Source: an optimization exercise on an open RTL-to-GDS flow (aim: small area, a short achievable clock period and few clock cycles). Production flows keep margins and buffers that such runs may drop.
Function was checked by simulation only, so behaviour that the tests miss may differ from the original.
Power is estimated from default activity; no workload was simulated.

--- flow/run.sh ---
#!/bin/bash
# synth_recipe.tcl (not shown) runs the flow's synth.tcl, then flattens the netlist and writes it again
# the make line also repeats each setting of config.mk as NAME=value (left out here)
make -C /OpenROAD-flow-scripts/flow DESIGN_CONFIG=/design/flow/config.mk WORK_HOME=/design/flow/orfs CLKGATE_MAP_FILE= SYNTH_SCRIPT=/design/flow/synth_recipe.tcl finish
--- flow/config.mk ---
export PLATFORM = sky130hd
export DESIGN_NAME = alignment_point_tour_optimizer
export DESIGN_NICKNAME = alignment_point_tour_optimizer
export VERILOG_FILES = /design/flow/design.v
export SDC_FILE = /design/flow/constraint.sdc
export NUM_CORES = 4
export LEC_CHECK = 0
export CAP_MARGIN = 20
export CORE_MARGIN = 2
export CORE_UTILIZATION = 45
export SETUP_SLACK_MARGIN = 5
export SLEW_MARGIN = 20
export SYNTH_MEMORY_MAX_BITS = 8192
--- flow/constraint.sdc ---
create_clock -name core_clock -period 12.0 [get_ports {i_clk}]
set_input_delay 2.4000 -clock core_clock [delete_from_list [all_inputs] [get_ports {i_clk}]]
set_output_delay 2.4000 -clock core_clock [all_outputs]
set_load 0.01 [all_outputs]
--- flow/design.v ---
`default_nettype none
package apto_pkg;
    localparam int MAX_POINTS = 32;
    localparam int IW         = 5;     
    localparam int RAW_W      = 41;    
    localparam int X_W        = 22;    
    localparam int Y_W        = 20;    
    localparam int C_W        = 22;    
    localparam int AZ_HALF = 648000;
    localparam int AZ_FULL = 1296000;
    localparam int HA_HALF = 43200;
    localparam int HA_FULL = 86400;
endpackage
`default_nettype wire
`default_nettype none
module apto_ram #(
    parameter int WIDTH = 8,
    parameter int DEPTH = 32,
    localparam int AW = (DEPTH > 1) ? $clog2(DEPTH) : 1
) (
    input  wire logic             i_clk,
    input  wire logic             i_wr_en,
    input  wire logic [AW-1:0]    i_wr_addr,
    input  wire logic [WIDTH-1:0] i_wr_data,
    input  wire logic [AW-1:0]    i_rd_addr,
    output logic      [WIDTH-1:0] o_rd_data
);
    logic [WIDTH-1:0] r_mem [DEPTH];
    always_ff @(posedge i_clk) begin
        if (i_wr_en) begin
            r_mem[i_wr_addr] <= i_wr_data;
        end
    end
    assign o_rd_data = r_mem[i_rd_addr];
endmodule
`default_nettype wire
`default_nettype none
module apto_cost (
    input  wire logic               i_clk,
    input  wire logic               i_alt_az,
    input  wire logic [19:0]        i_pen,
    input  wire logic signed [21:0] i_xa,
    input  wire logic signed [19:0] i_ya,
    input  wire logic signed [21:0] i_xb,
    input  wire logic signed [19:0] i_yb,
    output logic [21:0]             o_cost
);
    logic signed [22:0] r_dx;
    logic signed [20:0] r_dy;
    logic               r_fl;
    always_ff @(posedge i_clk) begin
        r_dx <= 23'(i_xa) - 23'(i_xb);
        r_dy <= 21'(i_ya) - 21'(i_yb);
        r_fl <= !i_alt_az && (i_pen != '0) &&
                (((i_xa < 0) && (i_xb > 0)) || ((i_xa > 0) && (i_xb < 0)));
    end
    logic signed [22:0] cx, ndx, wpos, wneg;
    logic signed [20:0] ady;
    logic               wrap;
    logic signed [22:0] r_cx;
    logic signed [20:0] r_ady;
    logic               r_fl2;
    always_comb begin
        ndx  = -r_dx;
        wpos = 23'sd1296000 - r_dx;
        wneg = 23'sd1296000 + r_dx;
        wrap = i_alt_az && ((r_dx > 23'sd648000) || (r_dx < -23'sd648000));
        if (r_dx < 0) cx = wrap ? wneg : ndx;
        else          cx = wrap ? wpos : r_dx;
        ady  = (r_dy < 0) ? -r_dy : r_dy;
    end
    always_ff @(posedge i_clk) begin
        r_cx  <= cx;
        r_ady <= ady;
        r_fl2 <= r_fl;
    end
    logic [22:0] pf, sy, sx;
    always_comb begin
        pf = r_fl2 ? {3'b0, i_pen} : '0;
        sy = 23'(r_ady) + pf;
        sx = 23'(r_cx) + pf;
    end
    always_ff @(posedge i_clk) begin
        o_cost <= 22'(($signed({2'b0, r_ady}) > r_cx) ? sy : sx);
    end
endmodule
`default_nettype wire
`default_nettype none
import apto_pkg::*;
module alignment_point_tour_optimizer (
    input  wire logic                     i_clk,
    input  wire logic                     i_rst_n,
    input  wire logic                     i_cfg_wr_en,
    input  wire logic [2:0]               i_cfg_index,
    input  wire logic [20:0]              i_cfg_data,
    input  wire logic                     i_in_valid,
    output logic                          o_in_ready,
    input  wire logic [20:0]              i_point_azimuth,
    input  wire logic signed [19:0]       i_point_altitude,
    input  wire logic [16:0]              i_point_right_ascension,
    input  wire logic signed [19:0]       i_point_declination,
    input  wire logic                     i_last_point,
    output logic                          o_out_valid,
    input  wire logic                     i_out_ready,
    output logic [5:0]                    o_visit_index,
    output logic                          o_last_visit
);
    localparam int N  = MAX_POINTS;
    localparam int K  = 2;           
    localparam int NU = K + 2;       
    localparam int XY = X_W + Y_W;
    logic        r_alt_az;
    logic [16:0] r_sidereal;
    logic [19:0] r_penalty;
    logic [20:0] r_start_az;
    logic [19:0] r_start_alt;
    logic [16:0] r_start_ra;
    logic [19:0] r_start_dec;
    always_ff @(posedge i_clk) begin
        if (!i_rst_n) begin
            r_alt_az    <= 1'b0;
            r_sidereal  <= '0;
            r_penalty   <= '0;
            r_start_az  <= '0;
            r_start_alt <= '0;
            r_start_ra  <= '0;
            r_start_dec <= '0;
        end else if (i_cfg_wr_en) begin
            case (i_cfg_index)
                3'd0: r_alt_az    <= i_cfg_data[0];
                3'd1: r_sidereal  <= i_cfg_data[16:0];
                3'd2: r_penalty   <= i_cfg_data[19:0];
                3'd3: r_start_az  <= i_cfg_data[20:0];
                3'd4: r_start_alt <= i_cfg_data[19:0];
                3'd5: r_start_ra  <= i_cfg_data[16:0];
                3'd6: r_start_dec <= i_cfg_data[19:0];
                default: ;
            endcase
        end
    end
    function automatic logic [24:0] conv_a(input logic [20:0] xr,
                                           input logic altaz,
                                           input logic [16:0] st);
        logic signed [17:0] h0;
        logic signed [2:0]  q;
        h0 = $signed({1'b0, st}) - $signed({1'b0, xr[16:0]});
        if (h0 > 18'sd129600)       q = 3'sd2;
        else if (h0 > 18'sd43200)   q = 3'sd1;
        else if (h0 < -18'sd129600) q = -3'sd2;
        else if (h0 < -18'sd43200)  q = -3'sd1;
        else                        q = 3'sd0;
        if (altaz) conv_a = {3'b0, 1'b0, xr};
        else       conv_a = {q, {4{h0[17]}}, h0};
    endfunction
    function automatic logic signed [21:0] conv_b(input logic [24:0] a, input logic altaz);
        logic signed [23:0] hx, cq;
        hx = {{2{a[21]}}, a[21:0]};
        case (a[24:22])
            3'b001:  cq = 24'sd1296000;
            3'b010:  cq = 24'sd2592000;
            3'b111:  cq = -24'sd1296000;
            3'b110:  cq = -24'sd2592000;
            default: cq = 24'sd0;
        endcase
        if (altaz) conv_b = a[21:0];
        else       conv_b = 22'((hx <<< 4) - hx - cq);
    endfunction
    localparam logic [2:0] ST_LOAD = 3'd0, ST_RUN = 3'd1, ST_REV = 3'd2, ST_MV0 = 3'd3,
                           ST_MV = 3'd4, ST_OPRE = 3'd5, ST_OUT = 3'd6;
    localparam logic [1:0] PH_GR = 2'd0, PH_TWO = 2'd1, PH_OR = 2'd2;
    localparam logic [1:0] IS_IDLE = 2'd0, IS_PRO = 2'd1, IS_PASS = 2'd2;
    logic [2:0]  r_st;
    logic [1:0]  r_ph;
    logic [5:0]  r_n;
    logic [4:0]  nm1;
    logic [1:0]  r_iss;
    logic [2:0]  r_ipro;
    logic        r_ipS;
    logic [4:0]  r_ipos, r_ibase;
    logic        r_ifirst;
    logic [N-1:0] r_rem, r_vis;
    logic [4:0]  r_k, r_gb;
    logic        r_firstiter, r_any2, r_anyor;
    logic [4:0]  r_ra, r_rb, r_mh, r_q;
    logic        r_up;
    logic [4:0]  r_ok;
    logic        r_ovalid, r_olast;
    logic [4:0]  r_oidx;
    assign nm1 = 5'(r_n - 6'd1);
    logic             p_we;
    logic [RAW_W-1:0] p_wdata, p_rdata;
    logic [4:0]       p_raddr;
    logic             r_in_v;
    logic [RAW_W-1:0] r_in;
    logic [4:0]       r_in_a;
    logic [XY-1:0]    cv, r_sconv;
    logic             r_ca_v;
    logic [4:0]       r_ca_a;
    logic [24:0]      r_ca_x;
    logic [19:0]      r_ca_y;
    logic [RAW_W-1:0] ca_in;
    always_ff @(posedge i_clk) begin
        if (!i_rst_n) begin
            r_in_v <= 1'b0;
            r_ca_v <= 1'b0;
        end else begin
            r_in_v <= i_in_valid && (r_st == ST_LOAD) && !r_n[5];
            r_ca_v <= r_in_v;
        end
        r_ca_a <= r_in_a;
        r_ca_x <= conv_a(ca_in[40:20], r_alt_az, r_sidereal);
        r_ca_y <= ca_in[19:0];
        r_in   <= r_alt_az ? {i_point_azimuth, i_point_altitude}
                           : {4'b0, i_point_right_ascension, i_point_declination};
        r_in_a <= r_n[4:0];
        if (!r_ca_v) begin
            r_sconv <= cv;
        end
    end
    assign ca_in   = r_in_v ? r_in
                            : (r_alt_az ? {r_start_az, r_start_alt}
                                        : {4'b0, r_start_ra, r_start_dec});
    assign cv      = {conv_b(r_ca_x, r_alt_az), r_ca_y};
    assign p_we    = r_ca_v;
    assign p_wdata = {cv[XY-2:Y_W], cv[Y_W-1:0]};
    apto_ram #(.WIDTH(RAW_W), .DEPTH(N)) u_points (
        .i_clk     (i_clk),
        .i_wr_en   (p_we),
        .i_wr_addr (r_ca_a),
        .i_wr_data (p_wdata),
        .i_rd_addr (p_raddr),
        .o_rd_data (p_rdata)
    );
    logic [4:0] tmem [N];
    logic       t_we1, t_we2;
    logic [4:0] t_wa1, t_wa2, t_wd1, t_wd2, t_rda, t_rdb, t_aa, t_ab;
    always_ff @(posedge i_clk) begin
        for (int e = 0; e < N; e++) begin
            if (t_we2 && (t_wa2 == 5'(e))) begin
                tmem[e] <= t_wd2;
            end else if (t_we1 && (t_wa1 == 5'(e))) begin
                tmem[e] <= t_wd1;
            end
        end
    end
    assign t_rda = tmem[t_aa];
    assign t_rdb = tmem[t_ab];
    typedef struct packed {
        logic       v;
        logic       s;       
        logic [4:0] pos;     
        logic [4:0] base;    
        logic       first;
        logic       last;
        logic       nop;     
        logic       capv;
        logic [1:0] cap;
        logic       dir;
        logic [4:0] tid;
    } t_tag;
    t_tag tg0, tg1, tg2, tg3, tg4, tg5, it;
    logic [XY-1:0]    x2n, c3;
    logic [K:0][XY-1:0] r_F, r_Nx;
    logic [XY-1:0]    xp1, xp2;
    logic             flush;
    logic [1:0]  n_iss;
    logic [2:0]  n_ipro;
    logic        n_ipS, n_ifirst;
    logic [4:0]  n_ipos, n_ibase;
    logic [N-1:0] n_rem, nmask, rem_bit, gsrc;
    logic         grow, grow_next;
    logic [C_W-1:0] r_best;
    logic [4:0]     r_btid;
    logic           r_ghave, r_gsk, r_grow, g_e, g_have, g_lt;
    logic [4:0]     g_b;
    logic [4:0]  ffs_id;
    logic [6:0]  cd;
    always_comb begin
        nmask = '0;
        for (int e = 0; e < N; e++) begin
            if (6'(e) < r_n) nmask[e] = 1'b1;
        end
        gsrc = (r_iss == IS_IDLE) ? (~r_vis & nmask) : r_rem;
        ffs_id = '0;
        for (int e = N - 1; e >= 0; e--) begin
            if (gsrc[e]) ffs_id = 5'(e);
        end
        rem_bit = '0;
        rem_bit[ffs_id] = 1'b1;
    end
    always_comb begin
        it = '0;
        n_iss = r_iss;  n_ipro = r_ipro;  n_ipS = r_ipS;  n_ifirst = r_ifirst;
        n_ipos = r_ipos;  n_ibase = r_ibase;  n_rem = r_rem;
        cd = '0;
        if (r_st == ST_RUN) begin
            case (r_iss)
                IS_PRO: begin
                    it.v = 1'b1;  it.nop = 1'b1;  it.capv = 1'b1;  it.cap = r_ipro[1:0];
                    case (r_ph)
                        PH_GR: begin
                            it.s  = 1'b1;
                            n_iss = IS_PASS;  n_ifirst = 1'b1;
                            n_rem = ~r_vis & nmask;
                        end
                        PH_TWO: begin
                            it.s   = (r_ipro == 3'd0);
                            it.pos = 5'(r_ipro - 3'd1);
                            n_ipro = r_ipro + 3'd1;
                            if ((r_ipro + 3'd1 > 3'(K)) || (6'(r_ipro) + 6'd1 > r_n)) begin
                                n_iss = IS_PASS;  n_ipos = '0;  n_ibase = '0;
                            end
                        end
                        default: begin
                            it.pos = 5'(r_ipro);
                            it.cap = 2'(r_ipro + 3'd1);
                            n_ipro = r_ipro + 3'd1;
                            if ((r_ipro + 3'd1 > 3'(K - 1)) || (6'(r_ipro) + 6'd1 > 6'(nm1))) begin
                                n_iss = IS_PASS;  n_ipS = 1'b1;  n_ipos = '0;  n_ibase = '0;
                            end
                        end
                    endcase
                end
                IS_PASS: begin
                    it.v = 1'b1;
                    it.base = r_ibase;
                    case (r_ph)
                        PH_GR: begin
                            it.dir   = 1'b1;
                            it.pos   = ffs_id;
                            it.first = r_ifirst;
                            it.last  = ((gsrc & (gsrc - 1'b1)) == '0);
                            n_ifirst = 1'b0;
                            n_rem    = gsrc & ~rem_bit;
                            if (it.last) n_iss = IS_IDLE;
                        end
                        PH_TWO: begin
                            it.pos   = r_ipos;
                            it.first = (r_ipos == r_ibase);
                            it.last  = (r_ipos == nm1);
                            cd = 7'(r_ipos) - 7'(r_ibase) - 7'(K - 1);
                            if (!cd[6] && (cd <= 7'(K))) begin
                                it.capv = 1'b1;  it.cap = cd[1:0];
                            end
                            if (it.last) begin
                                if (7'(r_ibase) + 7'(K) + 7'd2 <= 7'(r_n)) begin
                                    n_ibase = r_ibase + 5'(K);
                                    n_ipos  = r_ibase + 5'(K);
                                end else begin
                                    n_iss = IS_IDLE;
                                end
                            end else begin
                                n_ipos = r_ipos + 5'd1;
                            end
                        end
                        default: begin
                            it.s     = r_ipS;
                            it.pos   = r_ipos;
                            it.first = r_ipS;
                            it.last  = !r_ipS && (r_ipos == nm1);
                            cd = 7'(r_ipos) - 7'(r_ibase) - 7'(K);
                            if (!r_ipS && !cd[6] && (cd <= 7'(K - 1))) begin
                                it.capv = 1'b1;  it.cap = 2'(cd + 7'd1);
                            end
                            if (r_ipS) begin
                                n_ipS = 1'b0;  n_ipos = '0;
                            end else if (it.last) begin
                                if (7'(r_ibase) + 7'(K) + 7'd1 <= 7'(r_n)) begin
                                    n_ibase = r_ibase + 5'(K);
                                    n_ipS   = 1'b1;
                                end else begin
                                    n_iss = IS_IDLE;
                                end
                            end else begin
                                n_ipos = r_ipos + 5'd1;
                            end
                        end
                    endcase
                end
                default: begin
                    if ((r_ph == PH_GR) && grow_next) begin
                        it.v     = 1'b1;
                        it.dir   = 1'b1;
                        it.pos   = ffs_id;
                        it.first = 1'b1;
                        it.last  = ((gsrc & (gsrc - 1'b1)) == '0);
                        n_rem    = gsrc & ~rem_bit;
                        n_ifirst = 1'b0;
                        n_iss    = it.last ? IS_IDLE : IS_PASS;
                    end
                end
            endcase
        end
    end
    assign p_raddr = tg1.tid;
    assign x2n = tg1.s ? r_sconv
                       : {(r_alt_az ? 1'b0 : p_rdata[RAW_W-1]), p_rdata};
    t_tag tg1_n, inj;
    always_comb begin
        inj      = '0;
        inj.v    = 1'b1;  inj.nop = 1'b1;  inj.capv = 1'b1;  inj.dir = 1'b1;
        inj.pos  = g_b;   inj.tid = g_b;
        tg1_n     = tg0;
        tg1_n.tid = tg0.dir ? tg0.pos : tmem[tg0.pos];
    end
    always_ff @(posedge i_clk) begin
        if (!i_rst_n || flush) begin
            tg0.v <= 1'b0;  tg1.v <= 1'b0;  tg2.v <= 1'b0;  tg3.v <= 1'b0;
            tg4.v <= 1'b0;  tg5.v <= 1'b0;
        end else begin
            tg0 <= it;  tg1 <= grow_next ? inj : tg1_n;  tg2 <= tg1;  tg3 <= tg2;
            tg4 <= tg3;  tg5 <= tg4;
        end
        c3 <= x2n;
        for (int u = 0; u <= K; u++) begin
            if (tg1.v && tg1.capv && (tg1.cap == 2'(u))) r_Nx[u] <= x2n;
        end
        if (tg1.v && tg1.first) begin
            r_F <= r_Nx;
        end
        if (tg1.v && tg1.first && (r_ph == PH_TWO)) begin
            xp1 <= r_Nx[0];
        end else begin
            xp1 <= c3;
        end
        xp2 <= xp1;
    end
    logic [NU-1:0][C_W-1:0] U;
    logic [NU-1:0][XY-1:0]  opa;
    always_comb begin
        opa[0] = (r_ph == PH_OR) ? xp2 : r_F[0];
        for (int u = 1; u <= K; u++) opa[u] = r_F[u];
        opa[K+1] = xp1;
    end
    for (genvar u = 0; u < NU; u++) begin : g_unit
        apto_cost u_cost (
            .i_clk    (i_clk),
            .i_alt_az (r_alt_az),
            .i_pen    (r_penalty),
            .i_xa     ($signed(opa[u][XY-1:Y_W])),
            .i_ya     ($signed(opa[u][Y_W-1:0])),
            .i_xb     ($signed(c3[XY-1:Y_W])),
            .i_yb     ($signed(c3[Y_W-1:0])),
            .o_cost   (U[u])
        );
    end
    always_comb begin
        g_e    = tg5.v && !tg5.nop && (r_ph == PH_GR) && !(r_gsk && (tg5.tid == r_gb));
        g_have = !tg5.first && r_ghave;
        g_lt   = !g_have || (U[0] < r_best) || ((U[0] == r_best) && (tg5.tid < r_btid));
        grow   = r_grow;
        g_b    = r_btid;
        grow_next = grow && (6'(r_k) != 6'(nm1));
    end
    always_ff @(posedge i_clk) begin
        if (tg5.v && !tg5.nop && (r_ph == PH_GR)) begin
            r_ghave <= g_have || g_e;
            if (g_e && g_lt) begin
                r_best <= U[0];
                r_btid <= tg5.tid;
            end
        end
        if (!i_rst_n) begin
            r_grow <= 1'b0;
        end else begin
            r_grow <= tg5.v && !tg5.nop && (r_ph == PH_GR) && tg5.last && (r_st == ST_RUN);
        end
    end
    localparam logic [24:0] V_MIN = 25'h1000000;
    logic              d1_v, d1_first, d1_last;
    logic [4:0]        d1_pos, d1_base;
    logic [K-1:0]      d1_pa, d1_pb;
    logic [K-1:0][4:0] d1_ha;
    logic [K-1:0][24:0] d1_w, d1_nu;
    logic [K-1:0][C_W-1:0] r_pu;
    logic [K-1:0][24:0] r_G, r_B;
    logic       e_v;
    logic [4:0] m;
    logic [K-1:0][6:0] rw;
    assign e_v = tg5.v && !tg5.nop;
    assign m   = tg5.pos;
    always_comb begin
        for (int r = 0; r < K; r++) rw[r] = 7'(tg5.base) + 7'(r);
    end
    always_ff @(posedge i_clk) begin
        if (!i_rst_n || flush) begin
            d1_v <= 1'b0;
        end else begin
            d1_v <= e_v && (r_ph != PH_GR);
        end
        d1_first <= tg5.first;
        d1_last  <= tg5.last;
        d1_pos   <= tg5.pos;
        d1_base  <= tg5.base;
        for (int r = 0; r < K; r++) begin
            d1_w[r]  <= 25'(U[K+1]) - 25'(U[r+1]) - 25'(r_pu[r]);
            d1_nu[r] <= 25'd0 - 25'((r_ph == PH_TWO) ? U[r] : U[r+1]);
            if (r_ph == PH_TWO) begin
                d1_pa[r] <= (7'(m) >= rw[r] + 7'd2);
                d1_pb[r] <= (m == nm1) && (rw[r] + 7'd1 <= 7'(nm1));
                d1_ha[r] <= 5'(m - 5'd1);
            end else begin
                d1_pa[r] <= !tg5.s && (rw[r] <= 7'(nm1)) &&
                            ((7'(m) < rw[r]) || (7'(m) >= rw[r] + 7'd2));
                d1_pb[r] <= !tg5.s && (m == nm1) && (7'(nm1) > rw[r]);
                d1_ha[r] <= (7'(m) < rw[r]) ? m : 5'(m - 5'd1);
            end
            if (e_v) begin
                r_pu[r] <= (r_ph == PH_TWO) ? U[r] : U[r+1];
                if (r_ph == PH_OR) begin
                    if (!tg5.s && (7'(m) == rw[r])) r_G[r] <= 25'(U[K+1]);
                    if (!tg5.s && (7'(m) == rw[r] + 7'd1)) r_G[r] <= r_G[r] + 25'(U[K+1]) - 25'(U[0]);
                end
            end
        end
    end
    logic [K-1:0]       r_found;
    logic [K-1:0][4:0]  r_fj, r_obh;
    logic               r_pend;
    logic [4:0]         r_pbase;
    logic               r_act_rev, r_act_mv, r_ph_done;
    logic [4:0]         r_a_lo, r_a_hi, r_mv_s, r_mv_h;
    logic               act_rev, act_mv, ph_done;
    logic [4:0]         a_lo, a_hi, mv_s, mv_h;
    logic               c_rev, c_mv, c_done;
    logic [4:0]         c_lo, c_hi, c_s, c_h;
    logic [K-1:0]       cA, cB1, cBw, n_found;
    logic [K-1:0][4:0]  n_fj;
    logic               busy;
    assign busy    = r_act_rev || r_act_mv;
    assign act_rev = r_act_rev;  assign a_lo = r_a_lo;  assign a_hi = r_a_hi;
    assign act_mv  = r_act_mv;   assign mv_s = r_mv_s;  assign mv_h = r_mv_h;
    assign ph_done = r_ph_done;
    always_comb begin
        c_rev = 1'b0;  c_mv = 1'b0;  c_done = 1'b0;
        c_lo = '0;  c_hi = '0;  c_s = '0;  c_h = '0;
        for (int r = 0; r < K; r++) begin
            cA[r]  = d1_pa[r] && ($signed(d1_w[r]) > $signed(r_B[r]));
            cB1[r] = d1_pb[r] && ($signed(d1_nu[r]) > $signed(r_B[r]));
            cBw[r] = $signed(d1_nu[r]) > $signed(d1_w[r]);
        end
        n_found = d1_first ? '0 : r_found;
        n_fj    = r_fj;
        if (d1_v && (r_ph == PH_TWO)) begin
            for (int r = 1; r < K; r++) begin
                if (!n_found[r]) begin
                    if (cA[r]) begin
                        n_found[r] = 1'b1;  n_fj[r] = d1_ha[r];
                    end else if (cB1[r]) begin
                        n_found[r] = 1'b1;  n_fj[r] = nm1;
                    end
                end
            end
            if (cA[0]) begin
                c_rev = 1'b1;  c_lo = d1_base;  c_hi = d1_ha[0];
            end else if (cB1[0]) begin
                c_rev = 1'b1;  c_lo = d1_base;  c_hi = nm1;
            end else if (d1_last) begin
                for (int r = K - 1; r >= 1; r--) begin
                    if (n_found[r]) begin
                        c_rev = 1'b1;  c_lo = 5'(d1_base + 5'(r));  c_hi = n_fj[r];
                    end
                end
                if (!c_rev && (7'(d1_base) + 7'(K) + 7'd2 > 7'(r_n))) c_done = 1'b1;
            end
        end
        if (r_pend) begin
            for (int r = K - 1; r >= 0; r--) begin
                if ($signed({r_B[r][24], r_B[r]} + {r_G[r][24], r_G[r]}) > 0) begin
                    c_mv = 1'b1;  c_s = 5'(r_pbase + 5'(r));  c_h = r_obh[r];
                end
            end
            if (!c_mv && (7'(r_pbase) + 7'(K) + 7'd1 > 7'(r_n))) c_done = 1'b1;
        end
    end
    assign flush = r_act_rev || r_act_mv;
    always_ff @(posedge i_clk) begin
        r_found <= n_found;  r_fj <= n_fj;
        for (int r = 0; r < K; r++) begin
            if (r_ph == PH_TWO) begin
                if (e_v && (7'(m) == rw[r])) r_B[r] <= 25'd0 - 25'(U[K+1]);
            end else if (d1_v && !(r_pend && c_mv)) begin
                if (d1_first) begin
                    r_B[r] <= V_MIN;
                end else if (d1_pb[r] && (cA[r] ? cBw[r] : cB1[r])) begin
                    r_B[r] <= d1_nu[r];  r_obh[r] <= nm1;
                end else if (cA[r]) begin
                    r_B[r] <= d1_w[r];   r_obh[r] <= d1_ha[r];
                end
            end
        end
        if (!i_rst_n || flush) begin
            r_pend    <= 1'b0;
            r_act_rev <= 1'b0;
            r_act_mv  <= 1'b0;
            r_ph_done <= 1'b0;
        end else begin
            r_pend    <= d1_v && d1_last && (r_ph == PH_OR);
            r_act_rev <= c_rev;
            r_act_mv  <= c_mv;
            r_ph_done <= c_done;
        end
        r_a_lo  <= c_lo;  r_a_hi <= c_hi;
        r_mv_s  <= c_s;   r_mv_h <= c_h;
        r_pbase <= d1_base;
    end
    always_comb begin
        t_we1 = 1'b0;  t_wa1 = r_k;  t_wd1 = g_b;
        t_we2 = 1'b0;  t_wa2 = r_rb; t_wd2 = t_rda;
        t_aa  = r_ra;  t_ab  = r_rb;
        case (r_st)
            ST_RUN: begin
                t_we1 = grow;
            end
            ST_REV: begin
                t_we1 = (r_ra < r_rb);  t_wa1 = r_ra;  t_wd1 = t_rdb;
                t_we2 = (r_ra < r_rb);
            end
            ST_MV0: begin
                t_aa = r_ra;
            end
            ST_MV: begin
                t_aa  = r_up ? 5'(r_ra + 5'd1) : 5'(r_ra - 5'd1);
                t_we1 = 1'b1;  t_wa1 = r_ra;
                t_wd1 = (r_ra == r_mh) ? r_q : t_rda;
            end
            ST_OPRE: begin
                t_aa = '0;
            end
            ST_OUT: begin
                t_aa = r_ok;
            end
            default: ;
        endcase
    end
    logic in_beat, out_beat;
    assign in_beat  = i_in_valid && (r_st == ST_LOAD);
    assign out_beat = r_ovalid && i_out_ready;
    always_ff @(posedge i_clk) begin
        if (!i_rst_n) begin
            r_st     <= ST_LOAD;
            r_n      <= '0;
            r_iss    <= IS_IDLE;
            r_ovalid <= 1'b0;
        end else begin
            r_iss <= n_iss;  r_ipro <= n_ipro;  r_ipS <= n_ipS;  r_ifirst <= n_ifirst;
            r_ipos <= n_ipos;  r_ibase <= n_ibase;  r_rem <= n_rem;
            case (r_st)
                ST_LOAD: begin
                    if (in_beat) begin
                        if (!r_n[5]) r_n <= r_n + 6'd1;
                        if (i_last_point) begin
                            r_st  <= ST_RUN;
                            r_ph  <= PH_GR;
                            r_k   <= '0;
                            r_vis <= '0;
                            r_gsk <= 1'b0;
                            r_iss <= IS_PRO;
                            r_ipro <= '0;
                        end
                    end
                end
                ST_RUN: begin
                    if (act_rev) begin
                        r_st  <= ST_REV;
                        r_ra  <= a_lo;
                        r_rb  <= a_hi;
                        r_any2 <= 1'b1;
                        r_iss <= IS_IDLE;
                    end else if (act_mv) begin
                        r_st  <= ST_MV0;
                        r_ra  <= mv_s;
                        r_mh  <= mv_h;
                        r_up  <= (mv_h > mv_s);
                        r_anyor <= 1'b1;
                        r_iss <= IS_IDLE;
                    end else if (grow) begin
                        r_vis[g_b] <= 1'b1;
                        r_gb  <= g_b;
                        r_gsk <= 1'b1;
                        if (6'(r_k) == 6'(nm1)) begin
                            if (r_n == 6'd1) begin
                                r_st <= ST_OPRE;
                            end else begin
                                r_ph <= PH_TWO;  r_firstiter <= 1'b1;  r_any2 <= 1'b0;
                                r_iss <= IS_PRO;  r_ipro <= '0;
                            end
                        end else begin
                            r_k <= r_k + 5'd1;
                        end
                    end else if (ph_done) begin
                        if (r_ph == PH_TWO) begin
                            if ((!r_firstiter && !r_any2) || (r_n < 6'd3)) begin
                                r_st <= ST_OPRE;
                            end else begin
                                r_ph <= PH_OR;  r_anyor <= 1'b0;
                                r_iss <= IS_PRO;  r_ipro <= '0;
                            end
                        end else begin
                            if (r_anyor) begin
                                r_ph <= PH_TWO;  r_firstiter <= 1'b0;  r_any2 <= 1'b0;
                                r_iss <= IS_PRO;  r_ipro <= '0;
                            end else begin
                                r_st <= ST_OPRE;
                            end
                        end
                    end
                end
                ST_REV: begin
                    if (r_ra < r_rb) begin
                        r_ra <= r_ra + 5'd1;
                        r_rb <= r_rb - 5'd1;
                    end else begin
                        r_st  <= ST_RUN;
                        r_iss <= IS_PRO;  r_ipro <= '0;
                    end
                end
                ST_MV0: begin
                    r_q  <= t_rda;
                    r_st <= ST_MV;
                end
                ST_MV: begin
                    if (r_ra == r_mh) begin
                        r_st  <= ST_RUN;
                        r_iss <= IS_PRO;  r_ipro <= '0;
                    end else begin
                        r_ra <= r_up ? 5'(r_ra + 5'd1) : 5'(r_ra - 5'd1);
                    end
                end
                ST_OPRE: begin
                    r_oidx   <= t_rda;
                    r_olast  <= (r_n == 6'd1);
                    r_ovalid <= 1'b1;
                    r_ok     <= 5'd1;
                    r_st     <= ST_OUT;
                end
                ST_OUT: begin
                    if (out_beat) begin
                        if (r_olast) begin
                            r_ovalid <= 1'b0;
                            r_n      <= '0;
                            r_st     <= ST_LOAD;
                        end else begin
                            r_oidx  <= t_rda;
                            r_olast <= (r_ok == nm1);
                            r_ok    <= r_ok + 5'd1;
                        end
                    end
                end
                default: r_st <= ST_LOAD;
            endcase
        end
    end
    assign o_in_ready    = (r_st == ST_LOAD);
    assign o_out_valid   = r_ovalid;
    assign o_visit_index = {1'b0, r_oidx};
    assign o_last_visit  = r_olast;
endmodule
`default_nettype wire
==> results of run 1 <==
## report_power, final
part           internal (mW)  leakage [nW]  total, mW  switching, mW
Combinational           7.67          33.2       21.6           13.9
Clock                   6.09          5.48       10.5           4.46
Sequential              16.3          28.2       18.1           1.73
## layout by cell type, fill, tap and decap left out, types with 79 or more instances in the layout
cell type,synthesis,layout
mux2_2,130,130
o21a_1,149,146
mux2i_1,332,331
and2_1,142,141
a211oi_1,88,83
buf_4,9,236
or3_1,108,106
clkdlybuf4s50_1,0,114
a21o_1,180,180
and3_1,116,116
dfxtp_1,956,943
ha_1,939,938
a21boi_0,154,154
a31oi_1,108,106
xnor2_1,459,459
nand3_1,335,335
mux4_2,414,414
nand2_1,1071,1070
edfxtp_1,2189,2189
nor3_1,322,318
o21ai_0,669,633
nand2b_1,145,142
xor2_1,222,222
nand4_1,104,104
nor2b_1,175,171
nor2_1,860,823
a21oi_1,715,711
clkbuf_1,389,79
clkbuf_16,0,350
nor4_1,86,85
inv_1,814,811
fa_1,81,81
## routing by layer
layer  global-route usage, %  up-vias
met2                    45.8     4321
met5                       0        -
met4                    14.9       14
met1                    36.4    55500
met3                    3.66     1187
li1                        -    51400
## registers in the layout, summed over array words and instances, names as in the netlist, 32 cells and up, named ones only
name / cells
u_points.r_mem: 1312
tmem: 160
r_F: 126
r_Nx: 126
g_unit.u_cost.r_cx: 92
g_unit.u_cost.r_dx: 92
g_unit.u_cost.o_cost: 88
g_unit.u_cost.r_ady: 84
g_unit.u_cost.r_dy: 84
r_B: 50
r_G: 50
d1_w: 48
d1_nu: 46
r_pu: 44
c3: 42
r_sconv: 42
xp1: 42
xp2: 42
r_in: 41
r_rem: 32
r_vis: 32
## worst paths after layout
check             startpoint     endpoint  slack, ns  depth (start not counted)
setup reg to reg     r_ra[0]  tmem[12][4]       6.12                         13
hold reg to reg       xp1[5]       xp2[5]       0.34                          0
hold / removal        xp1[5]       xp2[5]       0.34                          0
setup / recovery     r_ra[0]  tmem[12][4]       6.12                         13
## critical path, cell delays in order (launching register included)
cell and delay, ns:
edfxtp_1 0.61, inv_1 0.20, ha_1 0.25, mux2_2 0.30, a22oi_1 0.30, o221a_2 0.77, nor3_2 0.28, a32oi_1 0.29
o2bb2ai_1 0.11, a2111oi_0 0.57, a31o_2 0.24, buf_4 0.47, o21a_2 0.91, mux2i_1 0.18
## cell families after synthesis
family / share of synthesized area, %
other: 0.00234
adder cells (fa/ha/maj): 8.35
buffers and inverters: 3.25
XOR/XNOR: 3.72
flip-flops: 52.9
multiplexers: 8.81
AND/OR/NAND/NOR: 11.0
AO/OA/AOI/OAI: 11.9
## final cells by class
cell class	count	area (µm²)	area share [%]
flip-flops and latches	3145	84900	47.4
multi-input cells	9176	70900	39.6
clock buffers	454	9400	5.24
well taps	4751	5940	3.32
inverters	821	3090	1.72
repair buffers	356	3060	1.70
clock inverters	177	1840	1.03
diodes	24	60.1	0.0335
## per-stage QoR
step	total power [mW]	cell area (µm²)
after floorplan	32.1	160000
after global placement	39.5	168000
after detailed placement	39.5	168000
after CTS	50.2	179000
after global routing	53.1	179000
final	50.2	179000
==> reports/qor.txt, run 1 <==
F_max - 170 MHz
Final setup vio count - 0
Synth Register Bits - 3145
Top sig layer - met5
Die area - 361000 µm²
Peak VDD IR - 438 µV
Most common cell in the netlist - edfxtp_1
Crit Path Category - register to register
Worst-path clk slew - 0.06 ns
Setup ws final - 6.12 ns
Worst min path class - register to register
Largest net degree at the start of global routing - 124
Metal3 WL - 33000 µm
ANT nets after route - 0
Area Overhead vs Synth - 11.8%
Setup tns final - 0 ns
Number of flops mapped to enable cells by yosys - 2189
Num rows - 219
Relative slew margins - 19.3%
DP Worst Slack - 6.12 ns
Worst-path fanout max - 33
Htree depth - 5
Detailed Place HPWL - 366000 µm
Core Area - 355000 µm²
Startpoint Class - register
Nets@finish - 15000
Synth top area cells - edfxtp_1 (41%), dfxtp_1 (12%), ha_1 (7.3%), mux4_2 (5.8%), nand2_1 (2.5%)
RSZ-0062 raised after global routing - no
Power per Cell Area - 280 nW/µm²
Top-area cell type share of the netlist area - 41.0%
Vias/cell - 5.95
IO Pins - 117
Setup Buffers After CTS - 0
Synth unique cells - 105
I/O Buffers - 115
Min Hold Slack - 0.344 ns
Fin. Hold Viols - 0
First-pass DRT Iterations - 8
DR WL met2 - 243000 µm
Post-CTS Resized - 0
Worst Setup End Kind - register
Grt total ovfl - 0
Initial core utilization - 45.1%
CTS root buffer - clkbuf_16
Worst path arrival time - 6.50 ns
CTS Hold Bufs - 0
Post-synthesis sequential area ratio - 52.9%
CP required - 12.62 ns
Utilization after layout - 50.4%
Clock Path Buffers - 4
Yosys top cell by area - edfxtp_1
Gr usage total - 28.0%
Wire per inst - 27.5 µm
Status - timing/DRC/antenna clean
Wirelength, routed - 520000 µm
Routed met1 length - 212000 µm
Syn Nets - 14800
Clock buffer count from CTS - 340
Clk sinks - 3145
RD Place Congestion - 1.03
Post-synth top cells - edfxtp_1 (2189), nand2_1 (1071), dfxtp_1 (956)
Non-filler cells, final - 18900
Slew Viols, Final - 0
Syn Area/Cell - 11.7 µm²
Ys flop type - edfxtp_1
CTS tree - built
Vias - 112000
Setup Skew - 0.0996 ns
Vias in the first global route - 107000
Fin crit period - 5.88 ns
Drt drc - 0
Drt initial violations - 11600
Fillers - 31200
Die width - 601 µm
First-pass GRT wire length - 747000 µm
Maxcap violations - 0
DP Cell Count - 18200
Syn Std Cell Area - 160000 µm²
Worst-Skew Late Latency - 0.97 ns
Crit share post-route - 49.0%
Leak - 66.8 nW
Initial antenna violation count - 37
Die H - 601 µm
Mapped Cells - 13700
Yosys warnings - 4
Async set-or-reset flop fraction in the synthesized netlist - 0%
Slew @ Worst Pin - 1.21 ns
Share of layout cells above drive strength 1 - 10.7%
Testbench counts, summed over its fixed seeds: cycles 19,566.
==> run 2, diff against run 1 <==
--- a/flow/design.v
+++ b/flow/design.v
@@ -171,4 +171,5 @@
     localparam logic [1:0] IS_IDLE = 2'd0, IS_PRO = 2'd1, IS_PASS = 2'd2;
     logic [2:0]  r_st;
+    logic        r_rdy;      
     logic [1:0]  r_ph;
     logic [5:0]  r_n;
@@ -262,5 +263,5 @@
     logic [XY-1:0]    x2n, c3;
     logic [K:0][XY-1:0] r_F, r_Nx;
-    logic [XY-1:0]    xp1, xp2;
+    logic [XY-1:0]    xp1, xp2, cx3, cx4, cx5, r_bxy;
     logic             flush;
     logic [1:0]  n_iss;
@@ -269,5 +270,5 @@
     logic [4:0]  n_ipos, n_ibase;
     logic [N-1:0] n_rem, nmask, rem_bit, gsrc;
-    logic         grow, grow_next;
+    logic         grow;
     logic [C_W-1:0] r_best;
     logic [4:0]     r_btid;
@@ -281,5 +282,5 @@
             if (6'(e) < r_n) nmask[e] = 1'b1;
         end
-        gsrc = (r_iss == IS_IDLE) ? (~r_vis & nmask) : r_rem;
+        gsrc = (r_iss == IS_PASS) ? r_rem : (~r_vis & nmask);
         ffs_id = '0;
         for (int e = N - 1; e >= 0; e--) begin
@@ -300,7 +301,22 @@
                     case (r_ph)
                         PH_GR: begin
-                            it.s  = 1'b1;
-                            n_iss = IS_PASS;  n_ifirst = 1'b1;
-                            n_rem = ~r_vis & nmask;
+                            it = '0;
+                            if (r_ipro != '0) begin
+                                n_ipro = r_ipro - 3'd1;
+                            end else begin
+                                it.v     = 1'b1;
+                                it.dir   = 1'b1;
+                                it.pos   = ffs_id;
+                                it.base  = r_ibase;
+                                it.first = 1'b1;
+                                it.last  = ((gsrc & (gsrc - 1'b1)) == '0);
+                                n_rem    = gsrc & ~rem_bit;
+                                n_iss    = IS_PASS;
+                                if (it.last) begin
+                                    n_iss   = (6'(r_ibase) + 6'd1 < r_n) ? IS_PRO : IS_IDLE;
+                                    n_ipro  = 3'd3;
+                                    n_ibase = r_ibase + 5'd1;
+                                end
+                            end
                         end
                         PH_TWO: begin
@@ -329,9 +345,11 @@
                             it.dir   = 1'b1;
                             it.pos   = ffs_id;
-                            it.first = r_ifirst;
                             it.last  = ((gsrc & (gsrc - 1'b1)) == '0);
-                            n_ifirst = 1'b0;
                             n_rem    = gsrc & ~rem_bit;
-                            if (it.last) n_iss = IS_IDLE;
+                            if (it.last) begin
+                                n_iss   = (6'(r_ibase) + 6'd1 < r_n) ? IS_PRO : IS_IDLE;
+                                n_ipro  = 3'd3;
+                                n_ibase = r_ibase + 5'd1;
+                            end
                         end
                         PH_TWO: begin
@@ -378,16 +396,5 @@
                     endcase
                 end
-                default: begin
-                    if ((r_ph == PH_GR) && grow_next) begin
-                        it.v     = 1'b1;
-                        it.dir   = 1'b1;
-                        it.pos   = ffs_id;
-                        it.first = 1'b1;
-                        it.last  = ((gsrc & (gsrc - 1'b1)) == '0);
-                        n_rem    = gsrc & ~rem_bit;
-                        n_ifirst = 1'b0;
-                        n_iss    = it.last ? IS_IDLE : IS_PASS;
-                    end
-                end
+                default: ;
             endcase
         end
@@ -396,9 +403,6 @@
     assign x2n = tg1.s ? r_sconv
                        : {(r_alt_az ? 1'b0 : p_rdata[RAW_W-1]), p_rdata};
-    t_tag tg1_n, inj;
+    t_tag tg1_n;
     always_comb begin
-        inj      = '0;
-        inj.v    = 1'b1;  inj.nop = 1'b1;  inj.capv = 1'b1;  inj.dir = 1'b1;
-        inj.pos  = g_b;   inj.tid = g_b;
         tg1_n     = tg0;
         tg1_n.tid = tg0.dir ? tg0.pos : tmem[tg0.pos];
@@ -409,5 +413,5 @@
             tg4.v <= 1'b0;  tg5.v <= 1'b0;
         end else begin
-            tg0 <= it;  tg1 <= grow_next ? inj : tg1_n;  tg2 <= tg1;  tg3 <= tg2;
+            tg0 <= it;  tg1 <= tg1_n;  tg2 <= tg1;  tg3 <= tg2;
             tg4 <= tg3;  tg5 <= tg4;
         end
@@ -416,7 +420,17 @@
             if (tg1.v && tg1.capv && (tg1.cap == 2'(u))) r_Nx[u] <= x2n;
         end
-        if (tg1.v && tg1.first) begin
+        if (r_ph == PH_GR) begin
+            if (tg1.v && tg1.first && (tg1.base == '0)) begin
+                r_F[0] <= r_sconv;
+            end else if (tg5.v && tg5.last) begin
+                r_F[0] <= (g_e && g_lt) ? cx5 : r_bxy;
+            end
+        end else if (tg1.v && tg1.first) begin
             r_F <= r_Nx;
         end
+        cx3 <= c3;  cx4 <= cx3;  cx5 <= cx4;
+        if (g_e && g_lt) begin
+            r_bxy <= cx5;
+        end
         if (tg1.v && tg1.first && (r_ph == PH_TWO)) begin
             xp1 <= r_Nx[0];
@@ -451,5 +465,4 @@
         grow   = r_grow;
         g_b    = r_btid;
-        grow_next = grow && (6'(r_k) != 6'(nm1));
     end
     always_ff @(posedge i_clk) begin
@@ -506,6 +519,6 @@
                 d1_ha[r] <= (7'(m) < rw[r]) ? m : 5'(m - 5'd1);
             end
+            r_pu[r] <= (r_ph == PH_TWO) ? U[r] : U[r+1];
             if (e_v) begin
-                r_pu[r] <= (r_ph == PH_TWO) ? U[r] : U[r+1];
                 if (r_ph == PH_OR) begin
                     if (!tg5.s && (7'(m) == rw[r])) r_G[r] <= 25'(U[K+1]);
@@ -635,9 +648,10 @@
     end
     logic in_beat, out_beat;
-    assign in_beat  = i_in_valid && (r_st == ST_LOAD);
+    assign in_beat  = i_in_valid && r_rdy;
     assign out_beat = r_ovalid && i_out_ready;
     always_ff @(posedge i_clk) begin
         if (!i_rst_n) begin
             r_st     <= ST_LOAD;
+            r_rdy    <= 1'b1;
             r_n      <= '0;
             r_iss    <= IS_IDLE;
@@ -652,4 +666,5 @@
                         if (i_last_point) begin
                             r_st  <= ST_RUN;
+                            r_rdy <= 1'b0;
                             r_ph  <= PH_GR;
                             r_k   <= '0;
@@ -658,4 +673,5 @@
                             r_iss <= IS_PRO;
                             r_ipro <= '0;
+                            r_ibase <= '0;
                         end
                     end
@@ -741,4 +757,5 @@
                             r_n      <= '0;
                             r_st     <= ST_LOAD;
+                            r_rdy    <= 1'b1;
                         end else begin
                             r_oidx  <= t_rda;
@@ -748,9 +765,12 @@
                     end
                 end
-                default: r_st <= ST_LOAD;
+                default: begin
+                    r_st  <= ST_LOAD;
+                    r_rdy <= 1'b1;
+                end
             endcase
         end
     end
-    assign o_in_ready    = (r_st == ST_LOAD);
+    assign o_in_ready    = r_rdy;
     assign o_out_valid   = r_ovalid;
     assign o_visit_index = {1'b0, r_oidx};
==> flow/flow/run.sh (new file) <==
#!/bin/bash
# Standard layout, with timing repair aiming well below the clock period.
set -euo pipefail
echo "export SETUP_SLACK_MARGIN = 7.5" >> config.mk
bash standard.sh > standard.log 2>&1
==> flow/standard.sh (new file) <==
#!/bin/bash
# synth_recipe.tcl (not shown) runs the flow's synth.tcl, then flattens the netlist and writes it again
# the make line also repeats each setting of config.mk as NAME=value (left out here)
make -C /OpenROAD-flow-scripts/flow DESIGN_CONFIG=/design/flow/config.mk WORK_HOME=/design/flow/orfs CLKGATE_MAP_FILE= SYNTH_SCRIPT=/design/flow/synth_recipe.tcl "${@:-finish}"
--- a/flow/config.mk
+++ b/flow/config.mk
@@ -9,5 +9,5 @@
 export CORE_MARGIN = 2
 export CORE_UTILIZATION = 45
-export SETUP_SLACK_MARGIN = 5
 export SLEW_MARGIN = 20
 export SYNTH_MEMORY_MAX_BITS = 8192
+export SETUP_SLACK_MARGIN = 7.5
removed: flow/run.sh
==> run 2 against run 1 <==
Net effect: fmax up 23%; synthesized cell count is 4.3% higher; non-clock buffer count increased by 101.
==> reports/qor.txt, run 2 <==
Status - timing/DRC/antenna clean
Detailed Place HPWL - 388000 µm
Clock Path Buffers - 4
Non-filler cells, final - 19700
Syn Nets - 15400
Crit share post-route - 39.7%
Leak - 69.7 nW
CTS Hold Bufs - 0
Setup tns final - 0 ns
Worst path arrival time - 5.39 ns
Post-synthesis sequential area ratio - 53.1%
Initial antenna violation count - 46
Drt initial violations - 12300
Clock buffer count from CTS - 350
CTS root buffer - clkbuf_16
I/O Buffers - 115
Combinational share of power - 42.8%
Most frequent cells in the layout - edfxtp_1 (2151), nand2_1 (1195), dfxtp_1 (1131), ha_1 (966), nor2_1 (864)
Largest register FFs - 1312
Startpoint Class - register
Sw Share - 39.8%
Slew Viols, Final - 0
Metal3 WL - 37600 µm
Htree depth - 5
Dpl cell area - 174000 µm²
Slew @ Worst Pin - 1.22 ns
Final setup vio count - 0
First-pass GRT wire length - 783000 µm
Internal power - 31.4 mW
Worst-path cell chain - ha_2 > inv_2 > fa_1 > nand2b_1 > a221o_1 > or4_1 > or4_4 > a2111oi_4 > nand4_1 > a2111oi_4 > nand4_1 > and2_4 > o21ai_4 > buf_12 > buf_12 > a41o_4
DP Cell Count - 18900
Yosys top cell by area - edfxtp_1
Ys flop type - edfxtp_1
RSZ-0062 raised after global routing - yes
Gr usage total - 28.6%
Worst Setup End Kind - register
Peak VDD IR - 455 µV
Top sig layer - met5
Part of the power in registers - 36.2%
Worst-path fanout max - 7
Worst-Skew Late Latency - 0.99 ns
Synth top area cells - edfxtp_1 (39%), dfxtp_1 (14%), ha_1 (7.3%), mux4_2 (5.6%), nand2_1 (2.7%)
Vias/cell - 5.96
Syn Area/Cell - 11.6 µm²
Crit Path Category - register to register
Async set-or-reset flop fraction in the synthesized netlist - 0%
Top-area cell type share of the netlist area - 39.0%
Cell area after layout - 187000 µm²
Die H - 611 µm
CP top delay family - simple AND/OR/NAND/NOR gates
IO Pins - 117
Die area - 373000 µm²
DR WL met2 - 249000 µm
Vias in the first global route - 111000
Maxcap violations - 0
Yosys warnings - 4
WP buf/inv - 3
Largest net degree at the start of global routing - 122
RD Place Congestion - 1.00
Syn Std Cell Area - 166000 µm²
Utilization after layout - 51.2%
Slowest-stage cell, CP - or4_4
Synth Register Bits - 3320
Nets@finish - 15700
CP required - 12.63 ns
Final Power - 52.2 mW
Most common cell after layout, fill and taps aside - edfxtp_1
Routed met1 length - 234000 µm
Vias - 117000
Mapped Cells - 14300
Fin. Hold Viols - 0
Worst min path class - register to register
Net Switching - 20.8 mW
Num rows - 222
Share of layout cells above drive strength 1 - 12.6%
Top Registers - u_points.r_mem (1312), tmem (160)
Core Area - 366000 µm²
Clk sinks - 3320
Setup Skew - 0.105 ns
Most common cell in the netlist - edfxtp_1
Worst-path clk slew - 0.07 ns
Most flops, register - u_points.r_mem
Number of flops mapped to enable cells by yosys - 2151
Min Hold Slack - 0.263 ns
Area Overhead vs Synth - 13.1%
Wire per inst - 27.9 µm
F_max - 210 MHz
Fin crit period - 4.76 ns
Synth unique cells - 104
ANT nets after route - 0
Drt drc - 0
CTS tree - built
Post-synth top cells - edfxtp_1 (2151), nand2_1 (1204), dfxtp_1 (1169)
Initial core utilization - 45.3%
Peak per-stage delay on the critical path - 0.54 ns
Clock share of power - 21.0%
Setup ws final - 7.24 ns
Die width - 611 µm
Grt total ovfl - 0
DP Worst Slack - 6.23 ns
First-pass DRT Iterations - 9
Power per Cell Area - 278 nW/µm²
Relative slew margins - 18.1%
Wirelength, routed - 549000 µm
[run 2: changes by cell type after synthesis, moves of 36 or more]
cell / change
xnor2_1: +36
edfxtp_1: -38
nor2_1: +50
nand2_1: +133
dfxtp_1: +213
a31oi_1: +44
o21ai_0: +78
nand2b_1: +49
clkbuf_1: +43
o22ai_1: +46
mux2_2: +65
o211ai_1: -36
[run 2: metal layers]
metal,vias up,global-route usage [%]
met5,-,0
met4,2,12.9
li1,53500,-
met2,4793,45.2
met1,58000,39.4
met3,1069,3.64
[run 2: worst reg2reg max path: stages, from the launching register on]
cell and delay (ns):
edfxtp_1 0.40, ha_2 0.21, inv_2 0.04, fa_1 0.47
nand2b_1 0.09, a221o_1 0.27, or4_1 0.50, or4_4 0.54
a2111oi_4 0.20, nand4_1 0.23, a2111oi_4 0.29, nand4_1 0.25
and2_4 0.22, o21ai_4 0.16, buf_12 0.16, buf_12 0.15
a41o_4 0.29
[run 2: power groups by stage]
stage	clock (mW)	combinational (mW)	sequential, mW
floorplan	0	14.6	18.1
global placement	0	21.2	19.1
detailed placement	0	21.4	19.1
CTS	11.1	21.8	18.8
global route	11.5	24.5	19.0
finish	11.0	22.3	18.9
[run 2: logic make-up after synthesis]
| family | share of synthesized area (%) |
|---|---|
| buf+inv | 3.21 |
| xor+xnor | 3.88 |
| compound gates | 11.5 |
| mux | 8.84 |
| other cells | 0.00226 |
| flops | 53.1 |
| fa+ha+maj | 8.35 |
| simple gates | 11.1 |
[run 2: final timing paths]
path           start       to  slack, ns  cells after the start
max           r_G[0]  r_B[38]       7.24                     16
min          cx4[15]  cx5[15]       0.26                      0
max reg2reg   r_G[0]  r_B[38]       7.24                     16
min reg2reg  cx4[15]  cx5[15]       0.26                      0
[run 2: final cells by class]
cell class,count,area (µm²)
clock buffers,445,9600
clock inverters,198,2020
inverters,842,3210
well taps,4816,6030
multi-input cells,9553,74100
diodes,58,145
repair buffers,457,4240
flip-flops and latches,3320,88100
fillers,32000,179000
[run 2: repair_timing]
action / in CTS / in global routing
setup endpoints to repair: 629 / 451
buffers inserted: 42 / 32
cloned: 9 / 2
pin swaps: 27 / 16
gates resized for setup: 166 / 116
Testbench counts of run 2, summed over its fixed seeds: cycles 18,186.
==> run 3, diff against run 2 <==
--- a/flow/design.v
+++ b/flow/design.v
@@ -321,8 +321,8 @@
                         end
                         PH_TWO: begin
-                            it.s   = (r_ipro == 3'd0);
-                            it.pos = 5'(r_ipro - 3'd1);
+                            it.pos = 5'(r_ipro);
+                            it.cap = 2'(r_ipro + 3'd1);
                             n_ipro = r_ipro + 3'd1;
-                            if ((r_ipro + 3'd1 > 3'(K)) || (6'(r_ipro) + 6'd1 > r_n)) begin
+                            if ((r_ipro + 3'd1 > 3'(K - 1)) || (6'(r_ipro) + 6'd1 > 6'(nm1))) begin
                                 n_iss = IS_PASS;  n_ipos = '0;  n_ibase = '0;
                             end
@@ -358,5 +358,5 @@
                             it.last  = (r_ipos == nm1);
                             cd = 7'(r_ipos) - 7'(r_ibase) - 7'(K - 1);
-                            if (!cd[6] && (cd <= 7'(K))) begin
+                            if (!cd[6] && (cd != '0) && (cd <= 7'(K))) begin
                                 it.capv = 1'b1;  it.cap = cd[1:0];
                             end
@@ -427,5 +427,6 @@
             end
         end else if (tg1.v && tg1.first) begin
-            r_F <= r_Nx;
+            r_F[0] <= (tg1.base == '0) ? r_sconv : r_F[K];
+            for (int u = 1; u <= K; u++) r_F[u] <= r_Nx[u];
         end
         cx3 <= c3;  cx4 <= cx3;  cx5 <= cx4;
@@ -434,5 +435,5 @@
         end
         if (tg1.v && tg1.first && (r_ph == PH_TWO)) begin
-            xp1 <= r_Nx[0];
+            xp1 <= (tg1.base == '0) ? r_sconv : r_F[K];
         end else begin
             xp1 <= c3;
--- a/flow/config.mk
+++ b/flow/config.mk
@@ -6,4 +6,5 @@
 export NUM_CORES = 4
 export LEC_CHECK = 0
+export ABC_AREA = 1
 export CAP_MARGIN = 20
 export CORE_MARGIN = 2
==> run 3 against run 2 <==
Net effect: non-clock buffer count is 18 higher; sequential power fell by 4%; critical endpoint is now r_B[8]; via count rose by 6.8%; synthesized cell count rose by 19%; register-to-register slack better by 0.23 ns; clock power about the same; utilization up 0.41 points.
==> reports/qor.txt, run 3 <==
Cells on worst reg2reg path - 30
Largest register FFs - 1312
Clk sinks - 3278
Nets@finish - 18300
RSZ-0062 raised after global routing - yes
Synth top area cells - edfxtp_1 (39%), dfxtp_1 (15%), ha_1 (7.5%), o21ai_0 (6.4%), nand2_1 (5.4%)
Power per Cell Area - 280 nW/µm²
Compound-Gate Fraction of Synth Area - 14.2%
Worst-path fanout max - 6
Die width - 603 µm
Yosys top cell by area - edfxtp_1
Setup ws final - 7.47 ns
Crit share post-route - 37.7%
Worst hold path depth - 0
Mux cell area share after synthesis - 0.385%
Peak per-stage delay on the critical path - 0.37 ns
Num rows - 219
First-pass GRT wire length - 765000 µm
Startpoint Class - register
Setup Skew - 0.0916 ns
Drt initial violations - 12700
Status - timing/DRC/antenna clean
Multi-input gate area - 67100 µm²
Clock share of power - 21.7%
Initial core utilization - 45.3%
Core Area - 356000 µm²
Largest family of logic cells by synthesized area - compound AO/OA/AOI/OAI gates
I/O Buffers - 115
CTS tree - built
Sw Share - 40.6%
Slowest-stage cell, CP - edfxtp_1
Worst path arrival time - 5.12 ns
Drt drc - 0
Combinational share of power - 42.9%
Mapped Cells - 17000
Number of flops mapped to enable cells by yosys - 2109
Ys flop type - edfxtp_1
Area Overhead vs Synth - 14.0%
Top Registers - u_points.r_mem (1312), tmem (160), r_F (126)
Fin. Hold Viols - 0
Syn Std Cell Area - 161000 µm²
Detailed Place HPWL - 362000 µm
Post-synth top cells - nand2_1 (2341), edfxtp_1 (2109), o21ai_0 (2053)
Internal power - 30.6 mW
Slew Viols, Final - 0
Adder-Cell Fraction of Synth Area - 8.52%
Most common cell in the netlist - nand2_1
Top-area cell type share of the netlist area - 39.2%
Wire per inst - 23.7 µm
Worst-path clk slew - 0.06 ns
Die area - 363000 µm²
Most common cell after layout, fill and taps aside - nand2_1
Most flops, register - u_points.r_mem
Vias - 125000
Worst-Skew Late Latency - 0.97 ns
Clock Path Buffers - 4
F_max - 221 MHz
Wirelength, routed - 527000 µm
Fillers - 32200
Final setup vio count - 0
Grt total ovfl - 0
Vias in the first global route - 118000
Sequential Area - 86800 µm²
First-pass DRT Iterations - 11
CTS root buffer - clkbuf_16
RD Place Congestion - 1.00
Post-synthesis sequential area ratio - 53.7%
IO Pins - 117
Slew @ Worst Pin - 1.35 ns
Relative slew margins - 10.2%
Most frequent cells in the layout - nand2_1 (2288), edfxtp_1 (2109), o21ai_0 (1950), nor2_1 (1925), inv_1 (1808)
Fin crit period - 4.53 ns
Share of layout cells above drive strength 1 - 8.34%
Initial antenna violation count - 36
Worst Setup End Kind - register
Peak VDD IR - 591 µV
Crit Path Category - register to register
Largest net degree at the start of global routing - 181
Syn Nets - 18100
Clock buffer count from CTS - 347
Leak - 74.9 nW
Worst min path class - register to register
Syn Area/Cell - 9.50 µm²
Synth unique cells - 82
Vias/cell - 5.62
CTS Hold Bufs - 0
Maxcap violations - 0
Setup tns final - 0 ns
Yosys warnings - 4
CP required - 12.59 ns
DP Worst Slack - 6.23 ns
Die H - 603 µm
Net Switching - 20.9 mW
Part of the power in registers - 35.4%
Cell area after layout - 184000 µm²
Gr usage total - 27.9%
ANT nets after route - 0
Dpl cell area - 168000 µm²
Htree depth - 5
Synth Register Bits - 3278
Async set-or-reset flop fraction in the synthesized netlist - 0%
Synth Area in XOR/XNOR - 3.86%
Post-synthesis simple-gate area fraction - 13.4%
-- run 3: changes by cell type after synthesis, moves of 297 or more --
cell / delta
inv_1: +1006
mux2i_1: -308
mux4_2: -412
nand2_1: +1137
nor2_1: +1070
o21ai_0: +1306
o22ai_1: +355
xnor2_1: -297
-- run 3: critical path: cells and delay by family, from the launching register on --
| family | cells | cell delay, ns |
|---|---|---|
| simple gates | 13 | 1.37 |
| buf+inv | 9 | 0.87 |
| xor+xnor | 1 | 0.11 |
| fa+ha+maj | 2 | 0.55 |
| compound gates | 5 | 0.94 |
| flops | 1 | 0.37 |
-- run 3: area by class of cell --
cell class | count | share of cell area (%)
flip-flops and latches | 3278 | 47.2
multi-input cells | 11200 | 36.5
clock inverters | 185 | 1.20
diodes | 70 | 0.0953
repair inverters | 3 | 0.0163
well taps | 4751 | 3.23
inverters | 1875 | 3.90
clock buffers | 452 | 5.25
repair buffers | 475 | 2.59
-- run 3: final timing paths --
| kind | start | endpoint | slack, ns |
|---|---|---|---|
| setup reg to reg | r_G[25] | r_B[8] | 7.47 |
| setup / recovery | r_G[25] | r_B[8] | 7.47 |
| hold / removal | cx4[13] | cx5[13] | 0.32 |
| hold reg to reg | cx4[13] | cx5[13] | 0.32 |
-- run 3: kinds of logic after synthesis --
kind of cell	count (synthesis)
simple gates	5307
compound gates	4078
flops	3278
buf+inv	2506
fa+ha+maj	1050
xor+xnor	711
mux	56
other cells	1
-- run 3: metal layers --
layer | wire [µm] | vias up | global-route usage [%]
li1 | - | 59300 | -
met1 | 219000 | 60200 | 37.1
met2 | 244000 | 4834 | 45.7
met3 | 36000 | 1082 | 3.21
met4 | 28200 | 4 | 13.2
met5 | 27 | - | 0
-- run 3: what timing repair did --
action                                  CTS  global route
pin swaps                                32           118
endpoints found under the setup margin  682           743
gates cloned                             10            16
setup buffers                            48           112
resized for setup                       240           336
-- run 3: stage by stage --
stage,util [%],total power [mW],instances,hold WS (ns)
floorplan,-,30.9,17000,0.310
global placement,47.1,37.7,21400,0.310
detailed placement,47.1,37.9,21400,0.312
global route,51.6,54.5,22300,0.328
CTS,50.8,49.7,22100,0.324
finish,51.6,51.5,22300,0.321
-- run 3: power groups by stage --
stage | Combinational [mW] | Clock, mW | Sequential (mW)
after CTS | 20.2 | 11.3 | 18.2
after floorplan | 13.4 | 0 | 17.4
after global placement | 19.3 | 0 | 18.4
after detailed placement | 19.5 | 0 | 18.4
final | 22.1 | 11.2 | 18.2
after global routing | 24.4 | 11.7 | 18.4
Testbench counts of run 3, summed over its fixed seeds: cycles 18,057.

## port drivers added, routing unchanged
In the flow no input, the clock included, has a driving cell. The finished layouts below were timed again as built, in two steps.
Step 1 assumes that a clkbuf_16 drives the clock port and a buf_2 every other input.
Step 2 times the ports against the registers' clock, not the clock port: input delays grow and output delays shrink by t, the midpoint of the rising clock arrivals with the driver on.
Three values: ideal, step 1, step 2; two values: the first two.
run	t, ns	slack for setup (ns)	worst setup path after step 2	clock arrival spread, ns	worst slew at a driven data input, ns
run 1	1.057	6.123 / 6.123 / 6.123	register to register	0.120 / 0.120	0.07
run 2	1.069	7.238 / 7.238 / 6.610	input to register	0.108 / 0.108	0.27
run 3	1.034	7.470 / 7.458 / 6.730	input to register	0.104 / 0.103	0.14
After both steps setup and hold are still met in every run listed. For run 3, which loses most, drivers alone change the setup slack by -0.012 ns; drivers and shift together by -0.740 ns.
